From an optimization exercise on the open Yosys and OpenROAD flow, aimed at small area; shortcuts taken in it are not production practice.
Only simulation tests tie the RTL to the original design; equivalence was not proved.
No activity file was given, so power comes from the tool's default toggle rates.

[flow/flow/run.sh]
#!/bin/bash
# Standard ORFS layout, with the smallest buffer on each port and small
# clock buffers without dummy loads in CTS.
set -euo pipefail
export BUFFER_PORTS_ARGS="-buffer_cell sky130_fd_sc_hd__buf_1"
export CTS_ARGS="-sink_clustering_enable -repair_clock_nets -dont_use_dummy_load -buf_list {sky130_fd_sc_hd__clkbuf_2 sky130_fd_sc_hd__clkbuf_4}"
bash standard.sh > standard.log 2>&1
[flow/standard.sh]
#!/bin/bash
# synth_recipe.tcl (not shown) runs the flow's synth.tcl, then flattens the netlist and writes it again
# the make line also repeats each setting of config.mk as NAME=value (left out here)
make -C /OpenROAD-flow-scripts/flow DESIGN_CONFIG=/design/flow/config.mk WORK_HOME=/design/flow/orfs CLKGATE_MAP_FILE= SYNTH_SCRIPT=/design/flow/synth_recipe.tcl "${@:-finish}"
[flow/config.mk]
export PLATFORM = sky130hd
export DESIGN_NAME = pattern_encoder
export DESIGN_NICKNAME = pattern_encoder
export VERILOG_FILES = /design/flow/design.v
export SDC_FILE = /design/flow/constraint.sdc
export NUM_CORES = 4
export LEC_CHECK = 0
export CAP_MARGIN = 20
export CORE_MARGIN = 2
export CORE_UTILIZATION = 60
export SLEW_MARGIN = 20
[flow/constraint.sdc]
create_clock -name core_clock -period 10.0 [get_ports {clk}]
set_input_delay 2.0000 -clock core_clock [delete_from_list [all_inputs] [get_ports {clk}]]
set_output_delay 2.0000 -clock core_clock [all_outputs]
set_load 0.01 [all_outputs]
[flow/design.v]
module pattern_encoder #(
    parameter int INDEX_WIDTH = 32,
    parameter int ADDR_WIDTH  = 48,
    parameter int DATA_WIDTH  = 64
) (
    input  logic                   clk,
    input  logic                   rst,
    input  logic                   start,
    input  logic [ADDR_WIDTH-1:0]  start_addr,
    input  logic                   index_push,
    input  logic [INDEX_WIDTH-1:0] row,
    input  logic [INDEX_WIDTH-1:0] col,
    output logic                   index_stall,
    input  logic                   finish,
    output logic                   wr_req,
    input  logic                   wr_stall,
    output logic [ADDR_WIDTH-1:0]  wr_addr,
    output logic [DATA_WIDTH-1:0]  wr_data,
    output logic                   done,
    output logic [ADDR_WIDTH-1:0]  word_count
);
    localparam int IW = INDEX_WIDTH;
    localparam int VW = INDEX_WIDTH + 1;
    localparam int SH = $clog2(DATA_WIDTH / 8);
    typedef enum logic [2:0] {
        S_IDLE, S_TAKE, S_SUB, S_HDR, S_VAL, S_FLUSH, S_DONE
    } state_t;
    typedef enum logic [1:0] {
        C_ROW, C_COL, C_END
    } code_t;
    state_t state_q, state_d;
    code_t  ph_q, ph_d;
    logic [DATA_WIDTH-1:0] dat_q;      
    logic [5:0]            pos_q;      
    logic                  full_q;     
    logic                  wr_req_q;
    logic [ADDR_WIDTH-1:0] addr_q;
    logic [ADDR_WIDTH-1:0] cnt_q;
    logic [IW-1:0]         r_q;        
    logic [IW-1:0]         pr_q;       
    logic [VW-1:0]         c_q;        
    logic [IW-1:0]         pc_q;       
    logic                  prz_q;      
    logic                  neg_q;      
    logic                  fin_q;      
    logic                  bw_q;       
    logic [5:0]            k_q;        
    logic [5:0]            w_q;        
    logic       ld, take, sub_a, sub_b, dbit, bw_n;
    logic       em, em_bit, go, shift;
    logic [5:0] k_inc;
    logic       k_last;
    assign ld    = (state_q == S_IDLE) && start;
    assign take  = (state_q == S_TAKE) && index_push;
    assign go    = !full_q;
    assign k_inc = k_q + 6'd1;
    assign sub_a = (ph_q == C_ROW) ? r_q[0] : c_q[0];
    assign sub_b = (ph_q == C_ROW) ? (!prz_q && pr_q[0])
                                   : (neg_q || (!k_q[5] && pc_q[0]));
    assign dbit  = sub_a ^ sub_b ^ (bw_q && k_q != 6'd0);
    assign bw_n  = (!sub_a && sub_b) || (!(sub_a ^ sub_b) && bw_q && k_q != 6'd0);
    assign k_last = (ph_q == C_ROW) ? (k_q == 6'd31) : (k_q == 6'd32);
    always_comb begin
        em     = 1'b0;
        em_bit = 1'b0;
        unique case (state_q)
            S_HDR: begin
                em = go;
                unique case (k_q[2:0])
                    3'd0:    em_bit = (ph_q != C_COL);
                    3'd1:    em_bit = w_q[0];
                    3'd2:    em_bit = w_q[1];
                    3'd3:    em_bit = w_q[2];
                    3'd4:    em_bit = w_q[3];
                    3'd5:    em_bit = w_q[4];
                    default: em_bit = w_q[5];
                endcase
            end
            S_VAL: begin
                em     = go && (k_q != w_q);
                em_bit = (ph_q == C_ROW) ? r_q[0] : c_q[0];
            end
            S_FLUSH: begin
                em     = go && (pos_q != 6'd0);
                em_bit = 1'b0;
            end
            default: ;
        endcase
    end
    always_comb begin
        state_d = state_q;
        ph_d    = ph_q;
        unique case (state_q)
            S_IDLE: if (start) state_d = S_TAKE;
            S_TAKE: begin
                if (index_push) begin
                    state_d = S_SUB;
                    ph_d    = C_ROW;
                end else if (finish) begin
                    state_d = S_HDR;
                    ph_d    = C_END;
                end
            end
            S_SUB: begin
                if (k_last) begin
                    if (ph_q == C_ROW && w_q == 6'd0 && !dbit) ph_d = C_COL;
                    else                                       state_d = S_HDR;
                end
            end
            S_HDR: if (go && k_q == 6'd6) state_d = S_VAL;
            S_VAL: begin
                if (k_q == w_q) begin
                    unique case (ph_q)
                        C_ROW: begin
                            state_d = S_SUB;
                            ph_d    = C_COL;
                        end
                        C_COL: begin
                            if (fin_q) begin
                                state_d = S_HDR;
                                ph_d    = C_END;
                            end else begin
                                state_d = S_TAKE;
                            end
                        end
                        default: state_d = S_FLUSH;
                    endcase
                end
            end
            S_FLUSH: if (go && pos_q == 6'd0) state_d = S_DONE;
            S_DONE:  state_d = S_IDLE;
            default: state_d = S_IDLE;
        endcase
    end
    assign index_stall = (state_q != S_TAKE);
    assign done        = (state_q == S_DONE);
    assign shift       = em;
    always_ff @(posedge clk or posedge rst) begin
        if (rst) begin
            state_q  <= S_IDLE;
            full_q   <= 1'b0;
            wr_req_q <= 1'b0;
            cnt_q    <= '0;
        end else begin
            state_q  <= state_d;
            full_q   <= (full_q && wr_stall) || (shift && pos_q == 6'd63);
            wr_req_q <= full_q && !wr_stall;
            if (ld)
                cnt_q <= '0;
            else if (full_q && !wr_stall)
                cnt_q <= cnt_q + ADDR_WIDTH'(1);
        end
    end
    always_ff @(posedge clk) begin
        ph_q <= ph_d;
        if (ld) begin
            addr_q <= start_addr;
        end else if (wr_req_q) begin
            addr_q <= addr_q + (ADDR_WIDTH'(1) << SH);
        end
        if (ld) pos_q <= '0;
        else if (shift) pos_q <= pos_q + 6'd1;
        if (shift) dat_q <= {em_bit, dat_q[DATA_WIDTH-1:1]};
        if (ld) begin
            prz_q <= 1'b1;
            neg_q <= 1'b1;
        end
        if (take) begin
            r_q   <= row;
            c_q   <= {1'b0, col};
            fin_q <= finish;
        end
        if (state_q == S_TAKE || (state_q == S_SUB && k_last)
            || (state_q == S_HDR && go && k_q == 6'd6)
            || (state_q == S_VAL && k_q == w_q))
            k_q <= '0;
        else if (state_q == S_SUB || (em && state_q != S_FLUSH))
            k_q <= k_inc;
        if (state_q == S_TAKE)
            w_q <= '0;
        else if (state_q == S_VAL && k_q == w_q && ph_q == C_COL)
            w_q <= '0;
        else if (state_q == S_SUB && (dbit || k_q == 6'd0))
            w_q <= dbit ? k_inc : 6'd0;
        if (state_q == S_SUB) begin
            bw_q <= bw_n;
            if (ph_q == C_ROW) begin
                r_q  <= {dbit, r_q[IW-1:1]};
                pr_q <= {r_q[0], pr_q[IW-1:1]};
                if (k_last) begin
                    prz_q <= 1'b0;
                    if (w_q != 6'd0 || dbit) neg_q <= 1'b1;
                end
            end else begin
                c_q <= {dbit, c_q[VW-1:1]};
                if (!k_q[5]) pc_q <= {c_q[0], pc_q[IW-1:1]};
                if (k_last) neg_q <= 1'b0;
            end
        end
        if (state_q == S_VAL && em) begin
            if (ph_q == C_ROW) r_q <= {1'b0, r_q[IW-1:1]};
            else               c_q <= {1'b0, c_q[VW-1:1]};
        end
    end
    assign wr_req     = wr_req_q;
    assign wr_addr    = addr_q;
    assign wr_data    = dat_q;
    assign word_count = cnt_q;
endmodule
==> results of run 1 <==
-- cells by family after synthesis --
family,count (synthesis),synth area share
flip-flops,318,0.622
buffers and inverters,80,0.0260
adder cells (fa/ha/maj),11,0.0102
AO/OA/AOI/OAI,186,0.0770
XOR/XNOR,94,0.0608
multiplexers,69,0.0510
AND/OR/NAND/NOR,425,0.153
-- cell type report --
class	count	area [sq um]	share of cell area
Antenna cell	2	5.00	0.000324
Clock buffer	81	608	0.0394
Inverter	26	100	0.00648
Multi-Input combinational cell	785	4800	0.311
Sequential cell	318	8430	0.546
Tap cell	280	350	0.0227
Timing Repair Buffer	289	1140	0.0738
-- critical path: stages, from the launching register on --
cell,delay (ns)
dfrtp_1,0.65
nor2_1,0.19
nand2_1,0.12
buf_1,0.20
-- cells in the mapped netlist, types with 7 or more instances --
library cell / instances
a21oi_1: 25
and3_1: 12
buf_2: 17
clkbuf_1: 31
dfrtp_1: 53
dfxtp_1: 85
edfxtp_1: 180
ha_1: 11
inv_1: 24
mux2i_1: 69
nand2_1: 171
nand2b_1: 7
nand3_1: 30
nand4_1: 21
nor2_1: 92
nor3_1: 16
nor3_2: 7
nor4_1: 11
o21ai_0: 122
or3_1: 15
xnor2_1: 61
xor2_1: 33
-- stage by stage --
step / setup WS, ns / util / std cells / hold slack [ns] / instance area (sq um)
after CTS: 6.16 / 0.699 / 1778 / 0.388 / 15400
after global placement: 5.81 / 0.672 / 1697 / 0.401 / 14800
after detailed placement: 5.69 / 0.672 / 1697 / 0.405 / 14800
after global routing: 6.01 / 0.701 / 1781 / 0.399 / 15400
after floorplan: 5.00 / - / 1183 / 0.400 / 13500
final: 6.20 / 0.701 / 1781 / 0.393 / 15400
-- worst min-delay path by stage --
stage,start,depth (start not counted),to
2_1_floorplan,pc_q[1],0,pc_q[0]
6_report,pc_q[9],0,pc_q[8]
3_3_place_gp,pr_q[18],0,pr_q[17]
4_1_cts,pc_q[9],0,pc_q[8]
5_1_grt,pc_q[31],0,pc_q[30]
3_5_place_dp,pr_q[9],0,pr_q[8]
-- state kept, by name (all words and copies together) (netlist names), 2 cells and up --
| name | count |
|---|---|
| pc_q | 32 |
| cnt_q | 48 |
| dat_q | 64 |
| state_q | 3 |
| pos_q | 6 |
| ph_q | 2 |
| c_q | 33 |
| r_q | 32 |
| w_q | 6 |
| pr_q | 32 |
| k_q | 6 |
| addr_q | 48 |
-- where the power goes --
| part | switching (mW) | internal (mW) | leakage (nW) |
|---|---|---|---|
| Clock | 0.435 | 0.367 | 0.373 |
| Combinational | 0.756 | 0.405 | 1.84 |
| Sequential | 0.236 | 1.91 | 3.06 |
-- per-layer routing --
| layer | GRT usage | share of wire |
|---|---|---|
| met5 | 0 | 0 |
| met1 | 0.328 | 0.45 |
| met3 | 0.0524 | 0.071 |
| met4 | 0.0930 | 0.024 |
| met2 | 0.363 | 0.46 |
==> out/results.tsv, run 1 <==
metric	value	unit
CTS sink count	318	
reg2reg end	neg_q	
critical path type	flop to output port	
number of DRC markers in iteration 0	706	
global placement routability congestion	0.881	
P_leak	5.27	nW
Die ar.	23800	sq um
Final Hold Viols	0	
most common cell after layout, fill and taps aside	buf_1	
largest net degree at the start of global routing	110	
unrepaired setup endpoints after global routing	false	
Total Power	4.11	mW
CTS clk-pin slew, worst paths	0.06	ns
reg2reg setup slack	6.77	ns
Syn Nets	1312	
cts repair resizes	0	
DRC violations left	0	
post-layout min period	3.80	ns
Yosys warnings	1	
Max-slew headroom	0.376	
Core Area	22000	sq um
grt total ovfl	0	
H-Tree Level Count	3	
Vias/cell	5.52	
CP Data Arrival Time	1.80	ns
Worst Setup Start Kind	flop	
vias in the first global route	9379	
main flop type after synthesis	edfxtp_1	
final WL	28000	um
Tot GR Track Use	0.235	
clock buffer count from CTS	81	
IO Count	281	
Synth Register Bits	318	
Rows	54	
initial antenna violation count	1	
height of the die	154	um
DP HPWL	19100	um
Slew Viols, Final	0	
Power Density	266	nW/um^2
CTS root buffer	clkbuf_4	
initial core utilization	0.615	
fillers	1763	
sequential cell area fraction in the yosys report	0.622	
DR WL/cell	15.7	um
reg2reg path depth	9	
fmax	263	MHz
Mean Syn Cell Area	11.5	sq um
CTS tree	yes	
Die X	154	um
post-CTS setup buffer count	0	
Post-Syn Area	13500	sq um
EDFF count, synth	180	
Syn Inst Count	1183	
worst r2r src	ph_q[1]	
Yosys cell types	71	
clk_skew	0.0636	ns
Crit Path Max Fanout	17	
Routed Antenna Nets	0	
Worst Max-Slew Pin Slew	0.936	ns
Max Cap Viol	0	
CTS hold repair buffers	0	
buffer depth of the longest clock path	3	
layout cell share with drive strength beyond 1	0.0821	
worst path required time	8.00	ns
first-pass GRT wire length	45800	um
Skew-Pair Late Insertion Delay	0.67	ns
Critical Path End	index_stall	
async set or reset register ratio after synthesis	0.167	
ranking of synthesized cells by area	edfxtp_1 40%, dfxtp_1 13%, dfrtp_1 9.8%, mux2i_1 5.1%, nand2_1 4.7%	
VDD IR max	164	uV
leading area contributor after synthesis	edfxtp_1	
Worst Setup End Kind	output port	
TritonRoute pass-1 iters	5	
Final nets	1630	
sum of negative setup slack	0	ns
# setup viols final	0	
top-area cell type share of the netlist area	0.399	
Port Buffers	280	
area grow syn2layout	13.9	%
Tcrit/Tclk final	0.380	
Setup crit start	state_q[1]	
Hold Crit Class	flop to flop	
status	finished clean	
highest-count cells in the layout ignoring fill and taps	280 x buf_1, 180 x edfxtp_1, 171 x nand2_1	
DR vias	9829	
==> run 2: changes to the inputs <==
==> flow/run.sh (new file) <==
#!/bin/bash
# synth_recipe.tcl (not shown) runs the flow's synth.tcl, then flattens the netlist and writes it again
# the make line also repeats each setting of config.mk as NAME=value (left out here)
make -C /OpenROAD-flow-scripts/flow DESIGN_CONFIG=/design/flow/config.mk WORK_HOME=/design/flow/orfs CLKGATE_MAP_FILE= SYNTH_SCRIPT=/design/flow/synth_recipe.tcl finish
--- a/flow/config.mk
+++ b/flow/config.mk
@@ -7,5 +7,5 @@
 export LEC_CHECK = 0
 export CAP_MARGIN = 20
 export CORE_MARGIN = 2
-export CORE_UTILIZATION = 60
+export CORE_UTILIZATION = 40
 export SLEW_MARGIN = 20
removed: flow/flow/run.sh
removed: flow/standard.sh
==> run 2 against run 1 <==
  * Clock power is 63% higher
  * Clock skew is 0.040 ns lower
  * Still clean
  * Largest power group unchanged
  * Count of clock-buffer cells in the layout is 29 lower
  * Sequential power barely moved
  * Worst hold slack better by 0.021 ns
  * Final area increased by 16%
  * Routed wire length increased by 8.6%
  * Synthesized area is the same
  * Non-clock buffer count is 1 lower
  * Core utilization decreased by 16 points
  * First-iteration DRC count shrank 9.3%
==> out/results.tsv, run 2 <==
metric	value	unit
Yosys cell types	71	
Tcrit/Tclk final	0.413	
worst slack at placement	5.12	ns
Slew Viols, Final	0	
Yosys warnings	1	
max FFs per register	64	
IO Count	281	
first-pass GRT wire length	48700	um
Rows	67	
Final Hold Viols	0	
cts repair resizes	0	
buffer depth of the longest clock path	3	
leading area contributor after synthesis	edfxtp_1	
clk_skew	0.0239	ns
# setup viols final	0	
Util after Layout	0.537	
TritonRoute pass-1 iters	5	
Crit Path Max Fanout	75	
CTS root buffer	clkbuf_16	
H-Tree Level Count	2	
switching share of power	0.314	
CTS clk-pin slew, worst paths	0.06	ns
Syn Nets	1312	
fmax	242	MHz
grt total ovfl	0	
global placement routability congestion	0.792	
CTS sink count	318	
height of the die	188	um
main flop type after synthesis	edfxtp_1	
Worst Setup End Kind	flop	
status	finished clean	
worst path required time	10.21	ns
initial core utilization	0.405	
CP max-delay cell	buf_4	
number of DRC markers in iteration 0	640	
sequential cell area fraction in the yosys report	0.622	
Max Cap Viol	0	
Total Power	4.81	mW
post-layout min period	4.13	ns
vias in the first global route	9291	
area grow syn2layout	32.5	%
Final nets	1584	
Mean Syn Cell Area	11.5	sq um
sum of negative setup slack	0	ns
most common cell in the netlist	edfxtp_1	
top-area cell type share of the netlist area	0.399	
combinational share of power	0.281	
Worst Max-Slew Pin Slew	0.799	ns
Routed Antenna Nets	0	
Biggest register	dat_q	
Power Internal	3.30	mW
P_leak	6.21	nW
Worst Hold Path Cells	0	
DRC violations left	0	
Vias/cell	4.97	
Skew-Pair Late Insertion Delay	0.51	ns
Power Density	268	nW/um^2
Tot GR Track Use	0.168	
Worst Setup Start Kind	input pin	
CTS hold repair buffers	0	
Final WS setup	5.87	ns
Clk network pwr share	0.272	
Largest stage delay, worst path	0.68	ns
clock buffer count from CTS	36	
top cells by count, synth	180 x edfxtp_1, 171 x nand2_1, 122 x o21ai_0	
highest-count cells in the layout ignoring fill and taps	280 x clkdlybuf4s50_1, 180 x edfxtp_1, 171 x nand2_1	
initial antenna violation count	0	
largest net degree at the start of global routing	76	
reg2reg path depth	9	
final WL	30400	um
most common cell after layout, fill and taps aside	clkdlybuf4s50_1	
Hold Crit Class	flop to flop	
Die X	188	um
Post-Syn Area	13500	sq um
sw power	1.51	mW
DP HPWL	20900	um
unrepaired setup endpoints after global routing	false	
VDD IR max	169	uV
DR vias	9603	
largest registers	dat_q x64, addr_q x48, cnt_q x48	
DR WL/cell	15.7	um
Die ar.	35400	sq um
Port Buffers	280	
CTS tree	yes	
Max-slew headroom	0.467	
Seq pwr share	0.447	
critical path type	input pin to flop	
Synth Register Bits	318	
Core Area	33400	sq um
CP cell instances	clkdlybuf4s50_1, nand3b_1, inv_4, buf_4, o21ai_0	
EDFF count, synth	180	
async set or reset register ratio after synthesis	0.167	
Syn Inst Count	1183	
CP Data Arrival Time	4.34	ns
layout cell share with drive strength beyond 1	0.0654	
n_diodes	0	
ranking of synthesized cells by area	edfxtp_1 40%, dfxtp_1 13%, dfrtp_1 9.8%, mux2i_1 5.1%, nand2_1 4.7%	
post-CTS setup buffer count	0	
-- run 2: changes by cell type in the layout (fill, tap and decap cells not counted), sizes merged --
cell           change
buf              -281
bufinv             +2
clkbuf            -29
clkdlybuf4s50    +280
clkinv            +10
clkinvlp           +2
diode              -2
-- run 2: cells by family (layout without fill, tap and decap cells) --
kind of cell / count (synthesis) / count (layout) / synth area share
AO/OA/AOI/OAI: 186 / 186 / 0.0770
XOR/XNOR: 94 / 94 / 0.0608
adder cells (fa/ha/maj): 11 / 11 / 0.0102
buffers and inverters: 80 / 380 / 0.0260
flip-flops: 318 / 318 / 0.622
multiplexers: 69 / 69 / 0.0510
AND/OR/NAND/NOR: 425 / 425 / 0.153
-- run 2: power by group through the flow --
stage | Clock, mW | Combinational [mW] | Sequential [mW]
final | 1.31 | 1.35 | 2.15
after CTS | 1.36 | 1.38 | 2.16
after detailed placement | 0 | 1.37 | 2.17
after global routing | 1.40 | 1.51 | 2.20
after floorplan | 0 | 0.779 | 2.18
after global placement | 0 | 1.35 | 2.17
-- run 2: final cells by class --
| type | count | area, sq um |
|---|---|---|
| timing repair buffer | 288 | 2860 |
| tap | 448 | 561 |
| multi-input combinational | 785 | 4800 |
| clock inverter | 14 | 138 |
| clock buffer | 52 | 1050 |
| sequential | 318 | 8430 |
| fill | 2903 | 15500 |
| inverter | 26 | 100 |
-- run 2: path summary, 6_finish.rpt --
kind / startpoint / to / slack, ns
worst min-delay path: pr_q[28] / pr_q[27] / 0.41
worst max register to register: ph_q[1] / neg_q / 6.89
max in group asynchronous: rst / cnt_q[3] / 7.51
worst max-delay path: start / addr_q[44] / 5.87
worst min register to register: pr_q[28] / pr_q[27] / 0.41
min in group asynchronous: rst / cnt_q[22] / 2.02
-- run 2: worst max-delay path, delay by kind of cell --
kind	cells	cell delay [ns]
buf+inv	3	1.76
simple gates	1	0.33
compound gates	1	0.21
-- run 2: routing by layer --
layer / share of wire / up-vias / wire length (um) / global-route usage
met1: 0.45 / 4544 / 13700 / 0.230
met4: 0.018 / 0 / 560 / 0.0445
li1: - / 4742 / - / -
met5: 0 / - / 0 / 0
met2: 0.45 / 278 / 13800 / 0.264
met3: 0.078 / 39 / 2370 / 0.0479
-- run 2: through the flow --
step	hold WS [ns]	instances	area (sq um)
5_1_grt	0.416	1931	17900
4_1_cts	0.412	1931	17900
2_1_floorplan	0.400	1183	13500
3_3_place_gp	0.405	1865	16800
3_5_place_dp	0.405	1865	16800
6_report	0.414	1931	17900

## static timing again, ports no longer ideal
Ports are ideal in the flow. The routed layouts listed here were re-timed in OpenROAD. Step 1 assumes that a clkbuf_16 drives the clock port and a buf_2 every other input. Step 2 moves the port delays by t, midway between the first and last clock arrival at a register: inputs arrive t later, outputs are due t later. That takes back most of the time a late clock gives input paths. Slacks: ideal / step 1 / step 2; pairs: ideal / step 1.
run | t, ns | slack for setup (ns) | worst setup path at the end | clock arrival spread, ns | slew at the worst register clock pin (ns)
run 1 | 0.672 | 6.202 / 6.163 / 5.687 | input to register | 0.065 / 0.066 | 0.07 / 0.07
run 2 | 0.551 | 5.875 / 5.834 / 5.282 | input to register | 0.025 / 0.025 | 0.06 / 0.06
After both steps setup and hold are still met in every run listed. The setup slack of run 2, which loses most, moves by -0.041 ns with the drivers and by -0.593 ns with both steps.
